Background: an optimization exercise with open tools, aiming at small area, a short achievable clock period and few clock cycles per item. Do not read the settings as production practice.
At most, simulation tests tie the RTL to the original design; equivalence was not proved.
Power and IR drop assume default switching activity.

== xenon ==
Design fp_mult_stream, start of the top module:
module fp_mult_stream #(
    parameter int WIDTH      = 32,
    parameter int INT_WIDTH  = 16,
    parameter int FRAC_WIDTH = 16,
    parameter int SIGNED     = 1,
    parameter int STAGES     = 3,
    parameter int ROUND      = 1
) (
    input  logic              clk,
    input  logic              reset,
    input  logic              in_valid,
    output logic              in_ready,
    input  logic [WIDTH-1:0]  left,
    input  logic [WIDTH-1:0]  right,
    output logic              out_valid,
    input  logic              out_ready,
    output logic [WIDTH-1:0]  out,
    output logic              ovf
);
For scale: ~3000 cells after synthesis, roughly 100 I/O pins, about 32000 µm² of cells after synthesis.
export LEC_CHECK = 0
export ABC_AREA = 1
export CAP_MARGIN = 20
export CORE_MARGIN = 2
export CORE_UTILIZATION = 40
export SLEW_MARGIN = 20
export SYNTH_HIERARCHICAL = 1
create_clock -name core_clock -period 10.0 [get_ports {clk}]
standard.sh (not shown) runs the stock make flow with config.mk's settings and CLKGATE_MAP_FILE= SYNTH_SCRIPT=/design/flow/synth_recipe.tcl, a recipe that flattens the netlist after the stock synthesis.
==> flow/flow/run.sh <==
#!/bin/bash
set -euo pipefail
bash standard.sh SETUP_SLACK_MARGIN=6.0 "BUFFER_PORTS_ARGS=-buffer_cell sky130_fd_sc_hd__buf_2" finish > standard_flow.log 2>&1
xenon reached the final stage; the timing, DRC and antenna checks on its layout passed.
Testbench counts of xenon, summed over its fixed seeds: cycles 16,024, items 16,000.
#### Input delta (lagoon over xenon)
--- a/flow/design.v
+++ b/flow/design.v
@@ -15,31 +15,31 @@
     output logic              out_valid,
     input  logic              out_ready,
     output logic [WIDTH-1:0]  out,
     output logic              ovf
 );
     logic              en;
     logic [2:1]        valid_q;
     logic              res0_v_q, res1_v_q, rdy_q;
     logic              res1_v_d;
-    logic [33:0]       res0_q, res1_q;      
-    logic [33:0]       res_c;
+    logic [32:0]       res0_q, res1_q;      
+    logic [32:0]       res_c;
     logic              push;
     logic [31:0]       a_q;
     logic [15:0]       one_q, two_q, neg_q;
     logic [15:0]       one_d, two_d, neg_d;
     logic [118:0]      cs_q;
     logic              sgn_q;
     assign en        = ~res1_v_q;
     assign in_ready  = rdy_q;               
     assign push      = en & valid_q[2];
     assign out_valid = res0_v_q;
-    assign out       = res0_q[32] ? {res0_q[33], {31{~res0_q[33]}}} : res0_q[31:0];
+    assign out       = res0_q[31:0];
     assign ovf       = res0_q[32];
     assign res1_v_d = res1_v_q ? ~out_ready : (push & res0_v_q & ~out_ready);
     always_ff @(posedge clk) begin
         if (reset) begin
             valid_q  <= '0;
             res0_v_q <= 1'b0;
             res1_v_q <= 1'b0;
             rdy_q    <= 1'b1;
         end else begin
@@ -1700,19 +1700,19 @@
         for (int i = 1; i < 17; i++) begin
             z_ok[i] = hp[i] == (hx[i-1] | hy[i-1]);
             o_ok[i] = hp[i] != (hx[i-1] & hy[i-1]);
         end
         z_hi   = &z_ok;
         o_hi   = &o_ok;
         all_eq = c47 ? ((z_hi & hp[0]) | (o_hi & ~hp[0]))
                      : ((z_hi & ~hp[0]) | (o_hi & hp[0]));
         ovf_c  = ~all_eq;
-        res_c  = {sgn_q, ovf_c, sum[31:0]};
+        res_c  = {ovf_c, ovf_c ? {sgn_q, {31{~sgn_q}}} : sum[31:0]};
     end
 endmodule
 module fp_mult_stream_fa (
     input  logic a,
     input  logic b,
     input  logic c,
     output logic s,
     output logic co
 );
- Looking at net switching power, lagoon sits above xenon.
- The core utilization of lagoon exceeds that of xenon by 1.1 points.
- Diff xenon -> lagoon: via count -0.50%; remaining routing DRC violations ~0 delta; count of plain and timing-repair buffers in the layout now sits higher.
- Of lagoon and xenon, the run reporting the lower met3 usage in global routing was xenon.
- Relative to xenon, the clock power measured on lagoon has decreased by a few percent.
- NOTE via count of the first global-routing pass xenon->lagoon decreased slightly
- lagoon vs. xenon: maximum number of pins on one net before global-route repair picked up an extra 62%; synthesized instance count picked up an extra 30.
- Going from xenon to lagoon, proportion of final cell area spent on non-clock buffers rose 0.63 points; number of sinks handled by clock tree synthesis fell 2; total power fell 310 µW.
Function not checked in lagoon: the RTL went through the layout flow alone.

## afterwards: timing with drivers on the ports
In the flow no input, the clock included, has a driving cell. The finished layouts below were timed again as built, in two steps.
Step 1 (the two cells are an assumption about what drives the block):
set clk [get_ports {clk}]
set_driving_cell -lib_cell sky130_fd_sc_hd__clkbuf_16 $clk
set_driving_cell -lib_cell sky130_fd_sc_hd__buf_2 [delete_from_list [all_inputs] $clk]
Step 2 also shifts input and output timing later by t, the mid clock arrival at the registers, as if the neighbouring blocks saw the same clock.
Three values: ideal, step 1, step 2; two values: the first two.
run | t, ns | setup WS [ns] | worst setup path at the end | worst register clock-pin slew, ns
xenon | 0.621 | 5.999 / 5.999 / 5.999 | register to register | 0.07 / 0.07
lagoon | 0.630 | 6.015 / 6.015 / 6.015 | register to register | 0.06 / 0.06
After both steps every run listed still meets setup and hold.
